From an optimization exercise on the open Yosys and OpenROAD flow, aimed at a short achievable clock period and few clock cycles; shortcuts taken in it are not production practice.
The RTL was checked by simulation tests, not by an equivalence proof against the original design.
Power figures rest on the tool's default switching activity, not on a simulated workload.

[flow/run.sh]
#!/bin/bash
# synth_recipe.tcl (not shown) runs the flow's synth.tcl, then flattens the netlist and writes it again
# the make line also repeats each setting of config.mk as NAME=value (left out here)
make -C /OpenROAD-flow-scripts/flow DESIGN_CONFIG=/design/flow/config.mk WORK_HOME=/design/flow/orfs CLKGATE_MAP_FILE= SYNTH_SCRIPT=/design/flow/synth_recipe.tcl finish
[flow/config.mk]
export PLATFORM = sky130hd
export DESIGN_NAME = core
export DESIGN_NICKNAME = core
export VERILOG_FILES = /design/flow/design.v
export SDC_FILE = /design/flow/constraint.sdc
export NUM_CORES = 4
export LEC_CHECK = 0
export CAP_MARGIN = 20
export CORE_MARGIN = 2
export CORE_UTILIZATION = 35
export PLACE_DENSITY = 0.4
export SLEW_MARGIN = 20
[flow/constraint.sdc]
create_clock -name core_clock -period 10.0 [get_ports {clk}]
set_input_delay 2.0000 -clock core_clock [delete_from_list [all_inputs] [get_ports {clk}]]
set_output_delay 2.0000 -clock core_clock [all_outputs]
set_load 0.01 [all_outputs]
[flow/design.v]
package core_types_pkg;
	localparam integer IMEM_WORDS = 64;
	localparam integer DMEM_WORDS = 64;
	typedef logic [31:0] word_t;
	typedef logic [4:0]  reg_addr_t;
	typedef logic [31:0] pc_t;
	typedef logic [$clog2(IMEM_WORDS)-1:0] imem_idx_t;
	typedef logic [$clog2(DMEM_WORDS)-1:0] dmem_idx_t;
endpackage
package rv_isa_pkg;
	localparam logic [6:0] OP_RTYPE  = 7'b0110011;
	localparam logic [6:0] OP_ITYPE  = 7'b0010011;
	localparam logic [6:0] OP_LOAD   = 7'b0000011;
	localparam logic [6:0] OP_STORE  = 7'b0100011;
	localparam logic [6:0] OP_BRANCH = 7'b1100011;
	localparam logic [2:0] F3_ADD_SUB = 3'b000;
	localparam logic [2:0] F3_SLT     = 3'b010;
	localparam logic [2:0] F3_XOR     = 3'b100;
	localparam logic [2:0] F3_OR      = 3'b110;
	localparam logic [2:0] F3_AND     = 3'b111;
	localparam logic [2:0] F3_WORD = 3'b010;
	localparam logic [2:0] F3_BEQ  = 3'b000;
	typedef enum logic [2:0] {
		ALU_ADD,
		ALU_SUB,
		ALU_AND,
		ALU_OR,
		ALU_XOR,
		ALU_SLT
	} alu_op_e;
endpackage
`timescale 1ns/1ns
module instr_mem (
	input  logic                      clk,
	input  logic                      we_i,
	input  core_types_pkg::imem_idx_t waddr_i,
	input  core_types_pkg::word_t     wdata_i,
	input  core_types_pkg::imem_idx_t raddr_i,
	output core_types_pkg::word_t     rdata_o
);
	core_types_pkg::word_t mem [0:core_types_pkg::IMEM_WORDS-1];
	always_ff @(posedge clk) begin
		if (we_i) begin
			mem[waddr_i] <= wdata_i;
		end
	end
	assign rdata_o = mem[raddr_i];
endmodule
`timescale 1ns/1ns
module decoder (
	input  core_types_pkg::word_t instr_i,
	output logic                  reg_we_o,
	output logic                  mem_re_o,
	output logic                  mem_we_o,
	output logic                  mem_to_reg_o,
	output logic                  alu_src_o,
	output logic                  is_branch_o,
	output rv_isa_pkg::alu_op_e   alu_op_o,
	output core_types_pkg::word_t imm_o
);
	logic [6:0] opcode;
	logic [2:0] funct3;
	logic       f7_b5;
	assign opcode = instr_i[6:0];
	assign funct3 = instr_i[14:12];
	assign f7_b5  = instr_i[30];
	always_comb begin
		reg_we_o     = 1'b0;
		mem_re_o     = 1'b0;
		mem_we_o     = 1'b0;
		mem_to_reg_o = 1'b0;
		alu_src_o    = 1'b0;
		is_branch_o  = 1'b0;
		alu_op_o     = rv_isa_pkg::ALU_ADD;
		imm_o        = '0;
		case (opcode)
			rv_isa_pkg::OP_RTYPE: begin
				reg_we_o = 1'b1;
				case (funct3)
					rv_isa_pkg::F3_ADD_SUB: alu_op_o = f7_b5 ? rv_isa_pkg::ALU_SUB : rv_isa_pkg::ALU_ADD;
					rv_isa_pkg::F3_SLT:     alu_op_o = rv_isa_pkg::ALU_SLT;
					rv_isa_pkg::F3_XOR:     alu_op_o = rv_isa_pkg::ALU_XOR;
					rv_isa_pkg::F3_OR:      alu_op_o = rv_isa_pkg::ALU_OR;
					rv_isa_pkg::F3_AND:     alu_op_o = rv_isa_pkg::ALU_AND;
					default:    reg_we_o = 1'b0;
				endcase
			end
			rv_isa_pkg::OP_ITYPE: begin
				reg_we_o  = (funct3 == rv_isa_pkg::F3_ADD_SUB);
				alu_src_o = 1'b1;
				imm_o     = {{20{instr_i[31]}}, instr_i[31:20]};
			end
			rv_isa_pkg::OP_LOAD: begin
				reg_we_o     = (funct3 == rv_isa_pkg::F3_WORD);
				mem_re_o     = (funct3 == rv_isa_pkg::F3_WORD);
				mem_to_reg_o = 1'b1;
				alu_src_o    = 1'b1;
				imm_o        = {{20{instr_i[31]}}, instr_i[31:20]};
			end
			rv_isa_pkg::OP_STORE: begin
				mem_we_o  = (funct3 == rv_isa_pkg::F3_WORD);
				alu_src_o = 1'b1;
				imm_o     = {{20{instr_i[31]}}, instr_i[31:25], instr_i[11:7]};
			end
			rv_isa_pkg::OP_BRANCH: begin
				is_branch_o = (funct3 == rv_isa_pkg::F3_BEQ);
				alu_op_o    = rv_isa_pkg::ALU_SUB;
				imm_o       = {{19{instr_i[31]}}, instr_i[31], instr_i[7],
					instr_i[30:25], instr_i[11:8], 1'b0};
			end
			default: begin
				alu_op_o = rv_isa_pkg::ALU_ADD;
			end
		endcase
	end
endmodule
`timescale 1ns/1ns
module regfile (
	input  logic                      clk,
	input  logic                      rst_n,
	input  core_types_pkg::reg_addr_t rs1_i,
	input  core_types_pkg::reg_addr_t rs2_i,
	input  core_types_pkg::reg_addr_t rd_i,
	input  logic                      we_i,
	input  core_types_pkg::word_t     wdata_i,
	output core_types_pkg::word_t     rdata1_o,
	output core_types_pkg::word_t     rdata2_o
);
	core_types_pkg::word_t regs [0:31];
	logic  wr_en;
	assign wr_en = we_i && (rd_i != '0);
	always_ff @(posedge clk or negedge rst_n) begin
		if (!rst_n) begin
			for (int i = 0; i < 32; i++) begin
				regs[i] <= '0;
			end
		end else if (wr_en) begin
			regs[rd_i] <= wdata_i;
		end
	end
	assign rdata1_o = (wr_en && rd_i == rs1_i) ? wdata_i : regs[rs1_i];
	assign rdata2_o = (wr_en && rd_i == rs2_i) ? wdata_i : regs[rs2_i];
endmodule
`timescale 1ns/1ns
module alu (
	input  core_types_pkg::word_t a_i,
	input  core_types_pkg::word_t b_i,
	input  rv_isa_pkg::alu_op_e   op_i,
	output core_types_pkg::word_t y_o,
	output logic                  zero_o
);
	always_comb begin
		case (op_i)
			rv_isa_pkg::ALU_ADD: y_o = a_i + b_i;
			rv_isa_pkg::ALU_SUB: y_o = a_i - b_i;
			rv_isa_pkg::ALU_AND: y_o = a_i & b_i;
			rv_isa_pkg::ALU_OR:  y_o = a_i | b_i;
			rv_isa_pkg::ALU_XOR: y_o = a_i ^ b_i;
			rv_isa_pkg::ALU_SLT: y_o = {31'b0, $signed(a_i) < $signed(b_i)};
			default: y_o = '0;
		endcase
	end
	assign zero_o = (y_o == '0);
endmodule
`timescale 1ns/1ns
module data_mem (
	input  logic                      clk,
	input  logic                      we_i,
	input  core_types_pkg::dmem_idx_t idx_i,
	input  core_types_pkg::word_t     wdata_i,
	output core_types_pkg::word_t     rdata_o
);
	core_types_pkg::word_t mem [0:core_types_pkg::DMEM_WORDS-1];
	always_ff @(posedge clk) begin
		if (we_i) begin
			mem[idx_i] <= wdata_i;
		end
	end
	assign rdata_o = mem[idx_i];
endmodule
`timescale 1ns/1ns
module hazard_unit (
	input  core_types_pkg::reg_addr_t ifid_rs1_i,
	input  core_types_pkg::reg_addr_t ifid_rs2_i,
	input  core_types_pkg::reg_addr_t idex_rs1_i,
	input  core_types_pkg::reg_addr_t idex_rs2_i,
	input  core_types_pkg::reg_addr_t idex_rd_i,
	input  core_types_pkg::reg_addr_t exmem_rd_i,
	input  core_types_pkg::reg_addr_t memwb_rd_i,
	input  logic                      idex_mem_re_i,
	input  logic                      exmem_reg_we_i,
	input  logic                      memwb_reg_we_i,
	input  logic                      branch_taken_i,
	output logic [1:0]                fwd_a_o,
	output logic [1:0]                fwd_b_o,
	output logic                      stall_o,
	output logic                      flush_o
);
	logic load_use;
	function automatic logic [1:0] fwd_sel(input core_types_pkg::reg_addr_t rs, input core_types_pkg::reg_addr_t exmem_rd,
			input logic exmem_we, input core_types_pkg::reg_addr_t memwb_rd, input logic memwb_we);
		if (exmem_we && exmem_rd != '0 && exmem_rd == rs) begin
			fwd_sel = 2'b10;
		end else if (memwb_we && memwb_rd != '0 && memwb_rd == rs) begin
			fwd_sel = 2'b01;
		end else begin
			fwd_sel = 2'b00;
		end
	endfunction
	always_comb begin
		fwd_a_o = fwd_sel(idex_rs1_i, exmem_rd_i, exmem_reg_we_i, memwb_rd_i, memwb_reg_we_i);
		fwd_b_o = fwd_sel(idex_rs2_i, exmem_rd_i, exmem_reg_we_i, memwb_rd_i, memwb_reg_we_i);
	end
	assign load_use = idex_mem_re_i && (idex_rd_i != '0)
		&& (idex_rd_i == ifid_rs1_i || idex_rd_i == ifid_rs2_i);
	assign flush_o = branch_taken_i;
	assign stall_o = load_use && !branch_taken_i;
endmodule
`timescale 1ns/1ns
module core (
	input  logic                      clk,
	input  logic                      rst_n,
	input  logic                      run_i,
	input  logic                      imem_we_i,
	input  core_types_pkg::imem_idx_t imem_addr_i,
	input  core_types_pkg::word_t     imem_wdata_i,
	output logic                      wb_valid_o,
	output core_types_pkg::reg_addr_t wb_rd_o,
	output core_types_pkg::word_t     wb_data_o,
	output logic                      st_valid_o,
	output core_types_pkg::pc_t       st_addr_o,
	output core_types_pkg::word_t     st_data_o
);
	localparam integer PW = 46;
	logic [6:0] l_op;
	logic [2:0] l_f3;
	logic [4:0] l_rd, l_rs1, l_rs2;
	logic       l_r, l_rok, l_i, l_ld, l_st, l_b, l_wr, l_unc, l_br, l_nop;
	logic       l_sub, l_slt, l_xor, l_or, l_and, l_imm, l_use2;
	logic [11:0] l_imm12;
	logic [5:0] l_tgt;
	logic [PW-1:0] l_word;
	always_comb begin
		l_op  = imem_wdata_i[6:0];
		l_f3  = imem_wdata_i[14:12];
		l_rd  = imem_wdata_i[11:7];
		l_rs1 = imem_wdata_i[19:15];
		l_rs2 = imem_wdata_i[24:20];
		l_r   = (l_op == rv_isa_pkg::OP_RTYPE);
		l_rok = (l_f3 == 3'b000) || (l_f3 == 3'b010) || (l_f3 == 3'b100)
			|| (l_f3 == 3'b110) || (l_f3 == 3'b111);
		l_i   = (l_op == rv_isa_pkg::OP_ITYPE) && (l_f3 == 3'b000);
		l_ld  = (l_op == rv_isa_pkg::OP_LOAD) && (l_f3 == 3'b010) && (l_rd != 5'd0);
		l_st  = (l_op == rv_isa_pkg::OP_STORE) && (l_f3 == 3'b010);
		l_b   = (l_op == rv_isa_pkg::OP_BRANCH) && (l_f3 == 3'b000);
		l_wr  = ((l_r && l_rok) || l_i || l_ld) && (l_rd != 5'd0);
		l_unc = l_b && (l_rs1 == l_rs2);
		l_br  = l_b && (l_rs1 != l_rs2);
		l_nop = !(l_wr || l_st || l_b);
		l_sub = l_r && (((l_f3 == 3'b000) && imem_wdata_i[30]) || (l_f3 == 3'b010));
		l_slt = l_r && (l_f3 == 3'b010);
		l_xor = l_r && (l_f3 == 3'b100);
		l_or  = l_r && (l_f3 == 3'b110);
		l_and = l_r && (l_f3 == 3'b111);
		l_imm = !l_r;
		l_use2 = l_r || l_st || l_b;
		l_imm12 = l_st ? {imem_wdata_i[31:25], imem_wdata_i[11:7]} : imem_wdata_i[31:20];
		l_tgt = imem_addr_i + {imem_wdata_i[27:25], imem_wdata_i[11:9]};
		l_word = {l_tgt, l_unc, l_nop, l_br, l_st, l_ld, l_wr,
			l_sub, l_slt, l_xor, l_or, l_and, l_imm, l_use2,
			l_imm12, l_rs2, l_rs1, l_rd};
	end
	logic [63:0][PW-1:0] imem;
	for (genvar g = 0; g < 64; g++) begin : g_imem
		always_ff @(posedge clk) begin
			if (imem_we_i && imem_addr_i == g) begin
				imem[g] <= l_word;
			end
		end
	end
	logic [63:0][7:0] imem_nx;
	for (genvar g = 0; g < 64; g++) begin : g_nx
		assign imem_nx[g] = imem[(g + 1) % 64][PW-1:PW-8];
	end
	logic [5:0]  pc_q;
	logic        fx_wr, fx_ld, fx_st, fx_br, fx_lu;
	logic        fx_sub, fx_slt, fx_xor, fx_or, fx_and, fx_imm;
	logic        fx_fa_m, fx_fa_w, fx_fb_m, fx_fb_w;
	logic [4:0]  fx_rd;
	logic [5:0]  fx_tgt;
	logic [31:0] fx_a, fx_b, fx_immv;
	logic        xm_wr, xm_ld, xm_st;
	logic [4:0]  xm_rd;
	logic [31:0] xm_y, xm_sd;
	logic [5:0]  xm_idx;
	logic        mw_wr;
	logic [4:0]  mw_rd;
	logic [31:0] mw_data;
	logic [31:1][31:0] rf_q;
	logic [31:0][31:0] rf_v;
	assign rf_v = {rf_q, 32'b0};
	logic [63:0][31:0] dm_q;
	logic [PW-1:0] f_w;
	logic [7:0]    f_nx;
	logic [4:0]    f_rd, f_rs1, f_rs2;
	logic [11:0]   f_imm12;
	logic          f_use2, f_wr, f_ld, f_st, f_br, f_nop, f_unc, f_nx_nop, f_nx_unc;
	logic [5:0]    f_tgt, f_nx_tgt, f_npc;
	logic [31:0]   f_ra, f_rb;
	assign f_w  = imem[pc_q];
	assign f_nx = imem_nx[pc_q];
	assign f_rd     = f_w[4:0];
	assign f_rs1    = f_w[9:5];
	assign f_rs2    = f_w[14:10];
	assign f_imm12  = f_w[26:15];
	assign f_use2   = f_w[27];
	assign f_wr     = f_w[34];
	assign f_ld     = f_w[35];
	assign f_st     = f_w[36];
	assign f_br     = f_w[37];
	assign f_nop    = f_w[38];
	assign f_unc    = f_w[39];
	assign f_tgt    = f_w[45:40];
	assign f_nx_nop = f_nx[0];
	assign f_nx_unc = f_nx[1];
	assign f_nx_tgt = f_nx[7:2];
	always_comb begin
		if (f_unc) f_npc = f_tgt;
		else if (f_nx_nop) f_npc = pc_q + 6'd2;
		else if (f_nx_unc) f_npc = f_nx_tgt;
		else f_npc = pc_q + 6'd1;
	end
	assign f_ra = rf_v[f_rs1];
	assign f_rb = rf_v[f_rs2];
	logic        x_stall, x_redir;
	logic [31:0] x_a, x_b, x_op_b, x_bx, x_sum, x_y;
	logic        x_lt;
	assign x_stall = fx_lu;
	always_comb begin
		x_a = fx_fa_m ? xm_y : (fx_fa_w ? mw_data : fx_a);
		x_b = fx_fb_m ? xm_y : (fx_fb_w ? mw_data : fx_b);
	end
	assign x_op_b = fx_imm ? fx_immv : x_b;
	assign x_bx   = x_op_b ^ {32{fx_sub}};
	assign x_sum  = x_a + x_bx + {31'b0, fx_sub};
	assign x_lt   = (x_a[31] != x_b[31]) ? x_a[31] : x_sum[31];
	always_comb begin
		if (fx_slt) x_y = {31'b0, x_lt};
		else if (fx_xor) x_y = x_a ^ x_b;
		else if (fx_or) x_y = x_a | x_b;
		else if (fx_and) x_y = x_a & x_b;
		else x_y = x_sum;
	end
	assign x_redir = fx_br && !x_stall && (x_a == x_b);
	logic [31:0] m_rdata, m_data;
	assign m_rdata = dm_q[xm_idx];
	assign m_data  = xm_ld ? m_rdata : xm_y;
	logic f_go;     
	assign f_go = !x_stall && !x_redir;
	always_ff @(posedge clk or negedge rst_n) begin
		if (!rst_n) begin
			pc_q    <= '0;
			fx_wr   <= 1'b0;
			fx_ld   <= 1'b0;
			fx_st   <= 1'b0;
			fx_br   <= 1'b0;
			fx_lu   <= 1'b0;
			fx_fa_m <= 1'b0;
			fx_fa_w <= 1'b0;
			fx_fb_m <= 1'b0;
			fx_fb_w <= 1'b0;
			xm_wr   <= 1'b0;
			xm_ld   <= 1'b0;
			xm_st   <= 1'b0;
			mw_wr   <= 1'b0;
		end else if (run_i) begin
			if (x_redir) pc_q <= fx_tgt;
			else if (!x_stall) pc_q <= f_npc;
			if (x_stall) begin
				fx_lu   <= 1'b0;
				fx_fa_m <= 1'b0;
				fx_fb_m <= 1'b0;
				fx_fa_w <= fx_fa_m;
				fx_fb_w <= fx_fb_m;
			end else begin
				fx_wr   <= f_go && f_wr && !f_unc;
				fx_ld   <= f_go && f_ld && !f_unc;
				fx_st   <= f_go && f_st && !f_unc;
				fx_br   <= f_go && f_br;
				fx_lu   <= f_go && !f_nop && !f_unc && fx_ld && (fx_rd == f_rs1 || (f_use2 && fx_rd == f_rs2));
				fx_fa_m <= fx_wr && fx_rd == f_rs1;
				fx_fb_m <= fx_wr && fx_rd == f_rs2;
				fx_fa_w <= xm_wr && xm_rd == f_rs1;
				fx_fb_w <= xm_wr && xm_rd == f_rs2;
			end
			xm_wr <= fx_wr && !x_stall;
			xm_ld <= fx_ld && !x_stall;
			xm_st <= fx_st && !x_stall;
			mw_wr <= xm_wr;
		end
	end
	always_ff @(posedge clk) begin
		if (run_i) begin
			if (x_stall) begin
				fx_a <= x_a;
				fx_b <= x_b;
			end else begin
				fx_rd   <= f_rd;
				fx_tgt  <= f_tgt;
				fx_sub  <= f_w[33];
				fx_slt  <= f_w[32];
				fx_xor  <= f_w[31];
				fx_or   <= f_w[30];
				fx_and  <= f_w[29];
				fx_imm  <= f_w[28];
				fx_immv <= {{20{f_imm12[11]}}, f_imm12};
				fx_a    <= f_ra;
				fx_b    <= f_rb;
			end
			xm_rd  <= fx_rd;
			xm_y   <= x_y;
			xm_idx <= x_y[7:2];
			xm_sd  <= x_b;
			mw_rd   <= xm_rd;
			mw_data <= m_data;
		end
	end
	for (genvar g = 1; g < 32; g++) begin : g_rf
		always_ff @(posedge clk or negedge rst_n) begin
			if (!rst_n) begin
				rf_q[g] <= '0;
			end else if (run_i && xm_wr && xm_rd == g) begin
				rf_q[g] <= m_data;
			end
		end
	end
	for (genvar g = 0; g < 64; g++) begin : g_dm
		always_ff @(posedge clk) begin
			if (run_i && xm_st && xm_idx == g) begin
				dm_q[g] <= xm_sd;
			end
		end
	end
	assign wb_valid_o = run_i && mw_wr;
	assign wb_rd_o    = mw_rd;
	assign wb_data_o  = mw_data;
	assign st_valid_o = run_i && xm_st;
	assign st_addr_o  = xm_y;
	assign st_data_o  = xm_sd;
endmodule
==> results of run 1 <==
## worst reg2reg max path: cells and delay by family, from the launching register on
family	cells	cell delay (ns)
muxes	1	0.39
buffers and inverters	4	2.39
and+or+nand+nor	3	1.37
DFF	1	0.83
AOI/OAI and AO/OA	5	1.61
## state kept, by name, summed over array words and instances (netlist names), 32 cells and up
| signal | count |
|---|---|
| imem | 2944 |
| mw_data | 32 |
| xm_sd | 32 |
| fx_b | 32 |
| rf_q | 992 |
| fx_a | 32 |
| dm_q | 2048 |
| xm_y | 32 |
## final timing paths
kind	from	end	slack, ns	depth (start not counted)
worst min-delay path	rf_q[97]$_DFFE_PN0P_	rf_q[97]$_DFFE_PN0P_	0.53	1
max in group asynchronous	rst_n	pc_q[1]$_DFFE_PN0P_	6.73	3
worst max-delay path	pc_q[1]$_DFFE_PN0P_	fx_a[9]$_DFFE_PP_	3.17	13
worst min register to register	rf_q[97]$_DFFE_PN0P_	rf_q[97]$_DFFE_PN0P_	0.53	1
min in group asynchronous	rst_n	rf_q[603]$_DFFE_PN0P_	0.89	1
worst max register to register	pc_q[1]$_DFFE_PN0P_	fx_a[9]$_DFFE_PP_	3.17	13
## logic make-up after synthesis
| family | Yosys count |
|---|---|
| flip-flops | 6202 |
| multiplexers | 3578 |
| AND/OR/NAND/NOR | 2141 |
| AO/OA/AOI/OAI | 1524 |
| buffers and inverters | 1182 |
| adder cells (fa/ha/maj) | 106 |
| XOR/XNOR | 88 |
## metrics by stage
step | hold WS (ns) | util (%) | instance area (um^2) | setup slack (ns)
after floorplan | 0.424 | - | 264000 | 0.308
after global placement | 0.508 | 37.1 | 278000 | 3.19
after detailed placement | 0.516 | 37.1 | 278000 | 3.16
after CTS | 0.528 | 40.1 | 301000 | 3.12
after global routing | 0.542 | 40.1 | 301000 | 2.99
final | 0.528 | 40.1 | 301000 | 3.17
## layout by cell type (no fill, tap or decap), drive strengths merged, types with 34 or more instances in the layout
master,netlist,layout
a2111oi,76,76
a211o,46,46
a211oi,61,61
a21oi,257,257
a221oi,81,81
a22o,43,43
a31oi,45,45
a32o,37,37
buf,535,599
bufinv,0,38
clkbuf,544,927
clkdlybuf4s50,0,120
clkinv,3,292
dfrtp,1011,1011
diode,0,126
edfxtp,5191,5191
ha,104,104
inv,100,124
mux2,1228,1228
mux2i,995,995
mux4,1355,1355
nand2,1129,1129
nand3,351,351
nand4,80,80
nor2,391,391
nor3,52,52
o2111ai,38,38
o211ai,103,103
o21ai,341,341
o221ai,138,138
o22ai,96,96
or3,34,34
xnor2,42,42
xor2,46,46
## cell type report
class                      count  area [um^2]
fill                       67200       449000
sequential                  6202       181000
multi-input combinational   7437        77900
clock buffer                 927        19300
tap                         9920        12400
timing repair buffer         719         6450
clock inverter               366         3040
inverter                     103          397
antenna                      126          315
## routing by layer
metal / GRT usage [%] / share of wire, %
met5: 0 / 0.0086
met4: 7.85 / 3.3
met3: 2.98 / 5.2
met2: 42.0 / 48
met1: 35.3 / 43
## cell usage after synthesis, types with 43 or more instances
| master | instances | share of area, % |
|---|---|---|
| o21ai_0 | 321 | 0.61 |
| a21oi_1 | 255 | 0.48 |
| buf_1 | 74 | 0.11 |
| a31oi_1 | 44 | 0.10 |
| mux4_2 | 1355 | 12 |
| a211oi_1 | 61 | 0.17 |
| clkbuf_1 | 542 | 0.77 |
| a2111oi_0 | 62 | 0.21 |
| o211ai_1 | 103 | 0.29 |
| edfxtp_1 | 5191 | 59 |
| nand4_1 | 80 | 0.19 |
| inv_1 | 99 | 0.14 |
| mux2_1 | 50 | 0.21 |
| xor2_1 | 46 | 0.15 |
| nor2_1 | 386 | 0.55 |
| buf_4 | 77 | 0.22 |
| a22o_1 | 43 | 0.14 |
| nand3_1 | 351 | 0.67 |
| buf_2 | 276 | 0.52 |
| a221oi_1 | 81 | 0.27 |
| buf_6 | 76 | 0.32 |
| o221ai_1 | 137 | 0.46 |
| nand2_1 | 1128 | 1.6 |
| mux2i_1 | 994 | 3.8 |
| nor3_1 | 50 | 0.095 |
| mux2_2 | 1178 | 5.0 |
| dfrtp_1 | 1011 | 9.6 |
| ha_1 | 104 | 0.49 |
| a211o_1 | 46 | 0.15 |
| o22ai_1 | 93 | 0.22 |
## power by group through the flow
stage | registers (mW) | logic, mW | clock network [mW]
after floorplan | 33.1 | 24.8 | 0
after global routing | 33.4 | 43.3 | 26.9
after global placement | 33.7 | 41.1 | 0
after CTS | 33.2 | 41.3 | 25.9
after detailed placement | 33.8 | 41.2 | 0
final | 33.3 | 41.2 | 25.4
==> results.json, run 1 <==
{
  "slew_viol_final": 0,
  "area_growth_pct": 14.2,
  "wire_per_inst_um": 38.4,
  "antenna_found_initial": 88,
  "fin_nets": 15300,
  "skew_ns": 0.0635,
  "path_buf_inv": 4,
  "async_flop_share_pct": 16.3,
  "synth_compound_gate_area_share_pct": 4.07,
  "max-vdd-ir-drop_uv": 706,
  "synth_cells": 14800,
  "cts.repair.resized": 0,
  "ctsHoldBuffers": 0,
  "fin_cells": 25800,
  "drt_wl_total_um": 990000,
  "cts.clk_slew.worst_paths_ns": 0.06,
  "viasPerCell": 5.80,
  "synth_xor_area_share_pct": 0.292,
  "p_per_area_nw_per_um2": 332,
  "die_x_um": 872,
  "worst_pin_slew_ns": 1.27,
  "core_um2": 750000,
  "gp_congestion": 0.820,
  "drc": 0,
  "synth.avg_cell_area_um2": 17.8,
  "status": "no timing/DRC/antenna violations",
  "h-tree-depth": 6,
  "vias": 150000,
  "dp_hpwl_um": 561000,
  "max_freq_ghz": 0.146,
  "dieArea_um2": 760000,
  "rsz0062_at_grt": "no",
  "crit_chain": "buf_12, buf_4, mux4_2, a22o_1, a211oi_1, a211o_1, nand2_2, nor2_4, buf_4, buf_4, a31oi_1, a22o_1, or3_1",
  "grt_max_degree": 168,
  "ant_nets": 0,
  "cp_common_cell": "buf_4",
  "p_sw_mw": 40.2,
  "yosysSeqAreaShare_pct": 68.7,
  "setup_tns_ns": 0,
  "cts_max_path_buffers": 4,
  "cpMaxStageDelayCell": "dfrtp_4",
  "die_y_um": 872,
  "yosys_register_bits": 6202,
  "synth_top_family_by_area": "multiplexers",
  "critPathArrivalTime_ns": 7.69,
  "dpl.cell_count": 24400,
  "synth_flop_cell": "edfxtp_1",
  "power_mw": 99.9,
  "numCtsBuffers": 710,
  "p_leak_nw": 101,
  "syn_area_um2": 264000,
  "worstPathMaxFanout": 95,
  "postCtsSetupBuffers": 0,
  "drt_first_pass_iters": 9,
  "portBuffers": 144,
  "start_util_pct": 35.1,
  "drt_iter0_drc": 16000,
  "overflow": 0,
  "yosysWarnings": 1,
  "finalHoldViolCount": 0,
  "crit_type": "flip-flop to flip-flop",
  "synthMuxAreaShare_pct": 20.6,
  "grt_usage_pct": 25.4,
  "synth_edf_count": 5191,
  "drive_above_1_share_pct": 27.9,
  "synth_fa_ha_area_share_pct": 0.509,
  "critical_path.max_stage_delay_ns": 0.83,
  "hold_path_class": "flip-flop to flip-flop",
  "clock_sinks": 6202,
  "fin_crit_ns": 6.83,
  "seqPwrFrac_pct": 33.3,
  "switching_share_pct": 40.2,
  "synthSimpleGateAreaFrac_pct": 3.47,
  "clkPwrFrac_pct": 25.4,
  "cts-root-buf": "clkbuf_16",
  "clock_latency_ns": 1.14,
  "setup.worst_path.start_class": "flip-flop",
  "synth_cell_types": 95,
  "io_pins": 145,
  "cp-end-kind": "flip-flop",
  "grt_pass1_vias": 153000,
  "cts_tree": "built",
  "intPower_mw": 59.7,
  "crit_required_ns": 10.86,
  "grt_first_pass_wirelength_um": 1340000,
  "critPathTopFamily": "buffers and inverters",
  "fin_crit_sh_pct": 68.3,
  "pwr-share-comb_pct": 41.3,
  "synth_nets": 15000,
  "max_slew_margin_pct": 15.4,
  "setup_violations": 0,
  "max_cap_viol_count": 0,
  "num_rows": 318
}
Testbench counts, summed over its fixed seeds: cycles 15,834.
==> inputs of run 2 (changes only) <==
==> flow/flow/run.sh (new file) <==
#!/bin/bash
set -euo pipefail
bash standard.sh SETUP_SLACK_MARGIN=5.6 MATCH_CELL_FOOTPRINT=0 finish > standard.log 2>&1
==> flow/standard.sh (new file) <==
#!/bin/bash
# synth_recipe.tcl (not shown) runs the flow's synth.tcl, then flattens the netlist and writes it again
# the make line also repeats each setting of config.mk as NAME=value (left out here)
make -C /OpenROAD-flow-scripts/flow DESIGN_CONFIG=/design/flow/config.mk WORK_HOME=/design/flow/orfs CLKGATE_MAP_FILE= SYNTH_SCRIPT=/design/flow/synth_recipe.tcl "${@:-finish}"
--- a/flow/config.mk
+++ b/flow/config.mk
@@ -5,8 +5,10 @@
 export SDC_FILE = /design/flow/constraint.sdc
 export NUM_CORES = 4
 export LEC_CHECK = 0
+export ABC_CLOCK_PERIOD_IN_PS = 3500
 export CAP_MARGIN = 20
 export CORE_MARGIN = 2
-export CORE_UTILIZATION = 35
+export CORE_UTILIZATION = 30
 export PLACE_DENSITY = 0.4
 export SLEW_MARGIN = 20
+export TNS_END_PERCENT = 100
removed: flow/run.sh
==> run 2 against run 1 <==
Register-to-register slack improved by 2.3 ns. Total power rose by 14%. Final area rose by 5.1%. Via count rose by 3.1%. Critical path depth fell by 8. Combinational power rose by 34%. Clock skew rose by 0.040 ns. Sequential power fell by 1%. Largest power group unchanged. Core utilization fell by 4.0 points. Non-clock buffer count rose by 604. Setup slack improved by 2.1 ns. Critical endpoint is now st_valid_o. Clock power rose by 3%. Still clean on timing, DRC and antenna.
==> results.json, run 2 <==
{
  "synth_cells": 14800,
  "hold_path_class": "flip-flop to flip-flop",
  "vias": 154000,
  "synth_common_cells": "edfxtp_1, mux4_2, mux2_2, nand2_1, dfrtp_1",
  "setup_tns_ns": 0,
  "route.met2.wl_um": 518000,
  "pwr-share-comb_pct": 48.3,
  "synth_edf_count": 5191,
  "die_x_um": 941,
  "critPathArrivalTime_ns": 2.70,
  "crit_required_ns": 8.00,
  "synth_area_leaders": "edfxtp_1, mux4_2, dfrtp_1",
  "synth.largest_area_cell": "edfxtp_1",
  "h-tree-depth": 6,
  "setup.worst_path.start_class": "input port",
  "synth_cell_types": 95,
  "finalHoldViolCount": 0,
  "crit_type": "input port to primary output",
  "fin_ws_ns": 5.30,
  "cts-root-buf": "clkbuf_16",
  "area_growth_pct": 20.1,
  "die_y_um": 941,
  "clock_latency_ns": 1.16,
  "drive_above_1_share_pct": 32.1,
  "seqPwrFrac_pct": 28.8,
  "r2r_cells": 18,
  "final_area_um2": 317000,
  "fillers": 82100,
  "async_flop_share_pct": 16.3,
  "drt_first_pass_iters": 8,
  "viasPerCell": 5.51,
  "clkPwrFrac_pct": 22.9,
  "grt_max_degree": 139,
  "synth_top_area_share_pct": 59.1,
  "cts.clk_slew.worst_paths_ns": 0.06,
  "drc": 0,
  "pre_cts_slack_ns": 3.43,
  "fin_crit_sh_pct": 47.0,
  "final_common_cell": "edfxtp_1",
  "fin_nets": 16000,
  "drt_iter0_drc": 17700,
  "fin_hold_ws_ns": 0.472,
  "met1_length_um": 475000,
  "io_pins": 145,
  "grt_first_pass_wirelength_um": 1420000,
  "layout_common_cells": "edfxtp_1, mux4_2, mux2_2",
  "dr_wl_met3_um": 58800,
  "overflow": 0,
  "numCtsBuffers": 723,
  "cts_max_path_buffers": 4,
  "yosysSeqAreaShare_pct": 68.7,
  "critPathLaunch": "run_i",
  "ant_nets": 0,
  "rr_startpoint": "pc_q[0]$_DFFE_PN0P_",
  "p_sw_mw": 47.7,
  "antenna_found_initial": 64,
  "worstPathMaxFanout": 3,
  "num_rows": 344,
  "max_freq_ghz": 0.213,
  "syn_area_um2": 264000,
  "switching_share_pct": 41.8,
  "max-vdd-ir-drop_uv": 380,
  "skew_ns": 0.104,
  "worst_pin_slew_ns": 1.31,
  "clock_sinks": 6202,
  "topRoutingLayerUsed": "met5",
  "p_leak_nw": 108,
  "wire_per_inst_um": 38.8,
  "intPower_mw": 66.5,
  "max_slew_margin_pct": 12.2,
  "synth_flop_cell": "edfxtp_1",
  "synth.avg_cell_area_um2": 17.8,
  "synthMostInstantiatedCell": "edfxtp_1",
  "yosysWarnings": 1,
  "p_per_area_nw_per_um2": 361,
  "endpoint": "st_valid_o",
  "gp_congestion": 0.776,
  "largest-register": "imem",
  "largest_reg_flops": 2944,
  "drt_wl_total_um": 1090000,
  "ctsHoldBuffers": 0,
  "max_cap_viol_count": 0,
  "fin_crit_ns": 4.70,
  "start_util_pct": 30.1,
  "grt_pass1_vias": 152000,
  "synth_nets": 15000,
  "rrSetupSlack_ns": 5.44,
  "core_um2": 876000,
  "slew_viol_final": 0,
  "dp_hpwl_um": 561000,
  "reg2reg_to": "fx_b[17]$_DFFE_PP_",
  "yosys_register_bits": 6202,
  "rsz0062_at_grt": "yes",
  "status": "no timing/DRC/antenna violations",
  "setup_violations": 0,
  "portBuffers": 144,
  "cts_tree": "built",
  "grt_usage_pct": 23.3,
  "dpl_cell_area_um2": 281000,
  "dieArea_um2": 886000,
  "cp-end-kind": "primary output",
  "top_regs": "imem: 2944 flops, dm_q: 2048 flops, rf_q: 992 flops"
}
## run 2: cell counts after synthesis
Identical to the previous run, type by type.
## run 2: metrics by stage
step / total power [mW] / std cells / util, %
global placement: 75.4 / 26100 / 32.0
global route: 117 / 28000 / 36.1
CTS: 109 / 27800 / 35.6
detailed placement: 75.3 / 26100 / 32.1
finish: 114 / 28000 / 36.1
floorplan: 57.9 / 14800 / -
## run 2: logic make-up after synthesis
group,count (synthesis),share of synthesized area (%)
DFF,6202,68.7
muxes,3578,20.6
and+or+nand+nor,2141,3.47
AOI/OAI and AO/OA,1524,4.07
buffers and inverters,1182,2.30
adders and majority gates,106,0.509
xor gates and xnor gates,88,0.292
## run 2: power groups by stage
stage	clock network (mW)	logic [mW]	registers (mW)
3_3_place_gp	0	41.8	33.7
4_1_cts	26.7	49.8	32.8
5_1_grt	27.7	56.7	33.1
2_1_floorplan	0	24.9	33.1
3_5_place_dp	0	41.7	33.6
6_report	26.1	55.1	32.9
## run 2: repair_timing
| item | in CTS | in global routing |
|---|---|---|
| buffers inserted | 270 | 150 |
| endpoints found under the setup margin | 2892 | 1097 |
| pin swaps | 64 | 122 |
| resized for setup | 683 | 352 |
| gates cloned | 126 | 53 |
## run 2: worst min path at each step
stage,from,to,slack (ns),cells past startpoint
after floorplan,xm_rd[0]$_DFFE_PP_,mw_rd[0]$_DFFE_PP_,0.42,0
after global placement,fx_wr$_DFFE_PN0P_,fx_wr$_DFFE_PN0P_,0.47,2
after detailed placement,fx_wr$_DFFE_PN0P_,fx_wr$_DFFE_PN0P_,0.46,2
after CTS,fx_wr$_DFFE_PN0P_,fx_wr$_DFFE_PN0P_,0.48,2
after global routing,fx_wr$_DFFE_PN0P_,fx_wr$_DFFE_PN0P_,0.50,2
final,fx_wr$_DFFE_PN0P_,fx_wr$_DFFE_PN0P_,0.47,2
## run 2: layer usage
metal | up-vias | track usage, %
met5 | - | 0
li1 | 61700 | -
met4 | 12 | 6.12
met1 | 85600 | 32.6
met2 | 5517 | 38.5
met3 | 1334 | 2.84
## run 2: worst max-delay path, cell delays in order
cell and delay [ns]:
buf_16 0.13, buf_6 0.13, and2_4 0.14, buf_12 0.13, buf_8 0.13
## run 2: final cells by class
cell class                      count  area (um^2)  share of cell area (%)
Clock inverter                    365         3590                    1.14
Antenna cell                       24         60.1                  0.0190
Inverter                          103          417                   0.132
Clock buffer                      952        19500                    6.15
Tap cell                        11600        14500                    4.58
Multi-Input combinational cell   7451        80400                    25.4
Timing Repair Buffer             1323        16900                    5.33
Sequential cell                  6202       181000                    57.3
==> inputs of run 3 (changes only) <==
--- a/flow/design.v
+++ b/flow/design.v
@@ -282,7 +282,7 @@
 	for (genvar g = 0; g < 64; g++) begin : g_nx
 		assign imem_nx[g] = imem[(g + 1) % 64][PW-1:PW-8];
 	end
-	logic [5:0]  pc_q;
+	logic [63:0] pc_q;     
 	logic        fx_wr, fx_ld, fx_st, fx_br, fx_lu;
 	logic        fx_sub, fx_slt, fx_xor, fx_or, fx_and, fx_imm;
 	logic        fx_fa_m, fx_fa_w, fx_fb_m, fx_fb_w;
@@ -292,7 +292,7 @@
 	logic        xm_wr, xm_ld, xm_st;
 	logic [4:0]  xm_rd;
 	logic [31:0] xm_y, xm_sd;
-	logic [5:0]  xm_idx;
+	logic [63:0] xm_idx;   
 	logic        mw_wr;
 	logic [4:0]  mw_rd;
 	logic [31:0] mw_data;
@@ -305,10 +305,20 @@
 	logic [4:0]    f_rd, f_rs1, f_rs2;
 	logic [11:0]   f_imm12;
 	logic          f_use2, f_wr, f_ld, f_st, f_br, f_nop, f_unc, f_nx_nop, f_nx_unc;
-	logic [5:0]    f_tgt, f_nx_tgt, f_npc;
+	logic [5:0]    f_tgt, f_nx_tgt;
+	logic [63:0]   f_npc;
 	logic [31:0]   f_ra, f_rb;
-	assign f_w  = imem[pc_q];
-	assign f_nx = imem_nx[pc_q];
+	always_comb begin
+		f_w  = '0;
+		f_nx = '0;
+		for (int k = 0; k < 64; k++) begin
+			f_w  = f_w | ({PW{pc_q[k]}} & imem[k]);
+			f_nx = f_nx | ({8{pc_q[k]}} & imem_nx[k]);
+		end
+	end
+	function automatic logic [63:0] onehot(input logic [5:0] i);
+		onehot = 64'd1 << i;
+	endfunction
 	assign f_rd     = f_w[4:0];
 	assign f_rs1    = f_w[9:5];
 	assign f_rs2    = f_w[14:10];
@@ -325,10 +335,10 @@
 	assign f_nx_unc = f_nx[1];
 	assign f_nx_tgt = f_nx[7:2];
 	always_comb begin
-		if (f_unc) f_npc = f_tgt;
-		else if (f_nx_nop) f_npc = pc_q + 6'd2;
-		else if (f_nx_unc) f_npc = f_nx_tgt;
-		else f_npc = pc_q + 6'd1;
+		if (f_unc) f_npc = onehot(f_tgt);
+		else if (f_nx_nop) f_npc = {pc_q[61:0], pc_q[63:62]};
+		else if (f_nx_unc) f_npc = onehot(f_nx_tgt);
+		else f_npc = {pc_q[62:0], pc_q[63]};
 	end
 	assign f_ra = rf_v[f_rs1];
 	assign f_rb = rf_v[f_rs2];
@@ -353,13 +363,18 @@
 	end
 	assign x_redir = fx_br && !x_stall && (x_a == x_b);
 	logic [31:0] m_rdata, m_data;
-	assign m_rdata = dm_q[xm_idx];
+	always_comb begin
+		m_rdata = '0;
+		for (int k = 0; k < 64; k++) begin
+			m_rdata = m_rdata | ({32{xm_idx[k]}} & dm_q[k]);
+		end
+	end
 	assign m_data  = xm_ld ? m_rdata : xm_y;
 	logic f_go;     
 	assign f_go = !x_stall && !x_redir;
 	always_ff @(posedge clk or negedge rst_n) begin
 		if (!rst_n) begin
-			pc_q    <= '0;
+			pc_q    <= 64'd1;
 			fx_wr   <= 1'b0;
 			fx_ld   <= 1'b0;
 			fx_st   <= 1'b0;
@@ -374,7 +389,7 @@
 			xm_st   <= 1'b0;
 			mw_wr   <= 1'b0;
 		end else if (run_i) begin
-			if (x_redir) pc_q <= fx_tgt;
+			if (x_redir) pc_q <= onehot(fx_tgt);
 			else if (!x_stall) pc_q <= f_npc;
 			if (x_stall) begin
 				fx_lu   <= 1'b0;
@@ -419,7 +434,7 @@
 			end
 			xm_rd  <= fx_rd;
 			xm_y   <= x_y;
-			xm_idx <= x_y[7:2];
+			xm_idx <= onehot(x_y[7:2]);
 			xm_sd  <= x_b;
 			mw_rd   <= xm_rd;
 			mw_data <= m_data;
@@ -436,7 +451,7 @@
 	end
 	for (genvar g = 0; g < 64; g++) begin : g_dm
 		always_ff @(posedge clk) begin
-			if (run_i && xm_st && xm_idx == g) begin
+			if (run_i && xm_st && xm_idx[g]) begin
 				dm_q[g] <= xm_sd;
 			end
 		end
==> run 3 against run 2 <==
Total power fell by 22%. Still clean. Routed wire length is 29% higher. Die area decreased by 2.4%. Maximum frequency shrank 2.9%. Worst hold slack improved by 0.034 ns. Cell count rose by 4.4%. Via count grew 19%.
==> results.json, run 3 <==
{
  "ctsHoldBuffers": 0,
  "cts_max_path_buffers": 4,
  "ant_nets": 0,
  "num_rows": 340,
  "core_um2": 856000,
  "worst_pin_slew_ns": 1.22,
  "grt_usage_pct": 31.1,
  "crit_type": "input port to primary output",
  "die_x_um": 930,
  "dp_hpwl_um": 774000,
  "synth_area_leaders": "edfxtp_1, dfrtp_1, mux2_2",
  "drt_iter0_drc": 29200,
  "gp_congestion": 0.898,
  "largest_reg_flops": 2944,
  "skew_ns": 0.125,
  "fin_nets": 17300,
  "drt_wl_total_um": 1400000,
  "p_leak_nw": 107,
  "p_per_area_nw_per_um2": 288,
  "fin_crit_ns": 4.84,
  "grt_pass1_vias": 171000,
  "cts-root-buf": "clkbuf_16",
  "die_y_um": 930,
  "power_mw": 88.8,
  "yosysWarnings": 1,
  "numCtsBuffers": 712,
  "synth_common_cells": "edfxtp_1, mux2_2, dfrtp_1, mux2i_1, a221oi_1",
  "crit_chain": "buf_16, clkinvlp_4, nor2_4, buf_6",
  "drive_above_1_share_pct": 23.2,
  "dpl_cell_area_um2": 277000,
  "clock_sinks": 6324,
  "dieArea_um2": 865000,
  "drc": 0,
  "io_pins": 145,
  "cpMaxStageDelayCell": "nor2_4",
  "critPathTopFamily": "buffers and inverters",
  "synth_edf_count": 5255,
  "setup_violations": 0,
  "h-tree-depth": 6,
  "largest-register": "imem",
  "cp-end-kind": "primary output",
  "final_common_cell": "edfxtp_1",
  "critical_path.max_stage_delay_ns": 0.27,
  "grt_first_pass_wirelength_um": 1790000,
  "wire_per_inst_um": 47.8,
  "path_buf_inv": 3,
  "synth_cells": 16300,
  "finalHoldViolCount": 0,
  "hold_path_class": "flip-flop to flip-flop",
  "critPathArrivalTime_ns": 2.84,
  "cts_tree": "built",
  "fin_hold_ws_ns": 0.506,
  "synth.largest_area_cell": "edfxtp_1",
  "clock_latency_ns": 1.18,
  "area_growth_pct": 19.9,
  "synth_cell_types": 85,
  "vias": 183000,
  "drt_first_pass_iters": 8,
  "setup.worst_path.start_class": "input port",
  "grt_max_degree": 143,
  "viasPerCell": 6.26,
  "syn_area_um2": 257000,
  "top_regs": "imem: 2944 flops, dm_q: 2048 flops, rf_q: 992 flops",
  "fin_crit_sh_pct": 48.4,
  "synth_flop_cell": "edfxtp_1",
  "fillers": 81300,
  "synth_top_area_share_pct": 61.3,
  "max-vdd-ir-drop_uv": 253,
  "synth.avg_cell_area_um2": 15.8,
  "crit_required_ns": 8.00,
  "rsz0062_at_grt": "yes",
  "max_slew_margin_pct": 18.6,
  "final_area_um2": 308000,
  "max_cap_viol_count": 0,
  "portBuffers": 144,
  "worstPathMaxFanout": 5,
  "yosys_register_bits": 6324,
  "slew_viol_final": 0,
  "setup_tns_ns": 0,
  "yosysSeqAreaShare_pct": 71.7,
  "synth_nets": 16400,
  "start_util_pct": 30.1,
  "layout_common_cells": "edfxtp_1, mux2_2, mux2i_1",
  "overflow": 0,
  "max_freq_ghz": 0.207,
  "antenna_found_initial": 125,
  "async_flop_share_pct": 16.9,
  "status": "no timing/DRC/antenna violations",
  "cts.clk_slew.worst_paths_ns": 0.06,
  "synthMostInstantiatedCell": "edfxtp_1"
}
==> run 3: cell types whose count changed after synthesis, moves of 77 or more <==
cell      delta
mux4_2    -1355
a221oi_1   +906
a22oi_1    +894
a22o_1     +863
nand2_1    -408
nand4_1    +308
clkbuf_1   +292
buf_1      +151
o221ai_1   -137
nor3_1     +110
a32oi_1     +95
o211ai_1    -88
a21oi_1     +79
buf_4       -77
==> run 3: worst paths after layout <==
check | startpoint | endpoint | slack [ns] | cells after the start
min in group asynchronous | rst_n | rf_q[523]$_DFFE_PN0P_ | 0.89 | 1
worst max-delay path | run_i | wb_valid_o | 5.16 | 4
max in group asynchronous | rst_n | pc_q[59]$_DFFE_PN0P_ | 6.89 | 3
worst min register to register | fx_ld$_DFFE_PN0P_ | fx_ld$_DFFE_PN0P_ | 0.51 | 1
worst min-delay path | fx_ld$_DFFE_PN0P_ | fx_ld$_DFFE_PN0P_ | 0.51 | 1
worst max register to register | fx_fb_w$_DFFE_PN0P_ | xm_y[28]$_SDFFCE_PP0P_ | 5.33 | 21
==> run 3: layer usage <==
metal	wire, um	up-vias	GRT usage, %
met4	76900	52	13.1
met2	626000	12200	48.7
met5	447	-	0
met3	130000	2827	6.01
met1	565000	99700	42.3
li1	-	68100	-
==> run 3: layout make-up <==
class / count / area, um^2 / area share [%]
well taps: 11500 / 14300 / 4.65
clock inverters: 353 / 2980 / 0.965
diodes: 44 / 110 / 0.0357
clock buffers: 948 / 19300 / 6.26
repair buffers: 1416 / 15000 / 4.85
inverters: 99 / 408 / 0.132
multi-input cells: 8588 / 71500 / 23.2
repair inverters: 1 / 30.0 / 0.00974
flip-flops and latches: 6324 / 185000 / 59.9
==> run 3: worst register-to-register path, stage by stage, from the launching register on <==
cell and delay, ns:
dfrtp_4 0.49, buf_6 0.14, buf_16 0.15, buf_16 0.17, buf_12 0.15, mux2i_4 0.22, nor2_2 0.07, a21oi_4 0.23
o21ai_2 0.09, xor2_1 0.17, ha_1 0.34, buf_4 0.12, buf_6 0.09, nor2_2 0.04, o21a_1 0.21, a2111o_1 0.42
a211o_1 0.35, a31oi_4 0.32, buf_6 0.18, o211ai_1 0.13, a31oi_4 0.19, nor3_2 0.07
==> run 3: logic make-up after synthesis <==
| logic type | count (synthesis) | share of synthesized area (%) |
|---|---|---|
| fa+ha+maj | 101 | 0.497 |
| mux | 2181 | 9.06 |
| compound gates | 3948 | 12.0 |
| buf+inv | 1365 | 2.10 |
| flops | 6324 | 71.7 |
| xor+xnor | 78 | 0.266 |
| simple gates | 2276 | 4.35 |
==> run 3: where the power goes <==
part / switching [mW] / internal [mW]
sequential: 1.67 / 31.8
clock: 11.4 / 14.5
combinational: 19.6 / 9.76
total: 32.7 / 56.0
==> run 3: through the flow <==
step                worst slack, ns  utilization [%]  cells
finish                         5.16             36.0  29200
global route                   5.14             36.0  29200
CTS                            5.07             35.8  29100
detailed placement             3.69             32.4  27400
global placement               3.32             32.3  27400
floorplan                      4.76                -  16300
==> run 3: timing repair <==
item                        CTS  global route
pin swaps                    86            72
gates resized for setup     700           217
setup buffers               343            66
cloned                       33            12
setup endpoints to repair  1011           725
Testbench counts of run 3, summed over its fixed seeds: cycles 15,834.

port drivers added, routing unchanged:
The results above use ideal ports. As a check the final layouts listed here were re-extracted and re-timed, cells and wires unchanged.
Step 1: set_driving_cell puts a clkbuf_16 on clk and a buf_2 on each other input, an assumption about the parent block.
Step 2 also shifts input and output timing later by t, the mid clock arrival at the registers, as if the neighbouring blocks saw the same clock.
Slacks: ideal ports / drivers / drivers and shift; pairs: ideal ports / drivers.
| run | shift t [ns] | setup slack, ns | worst hold slack (ns) |
|---|---|---|---|
| run 1 | 1.244 | 3.170 / 3.170 / 3.170 | 0.528 / 0.528 / 0.528 |
| run 2 | 1.253 | 5.297 / 5.233 / 4.378 | 0.472 / 0.472 / 0.472 |
| run 3 | 1.288 | 5.159 / 5.072 / 4.335 | 0.506 / 0.506 / 0.506 |
After both steps every run listed still meets setup and hold. For run 2, which loses most, drivers alone change the setup slack by -0.064 ns; drivers and shift together by -0.919 ns.
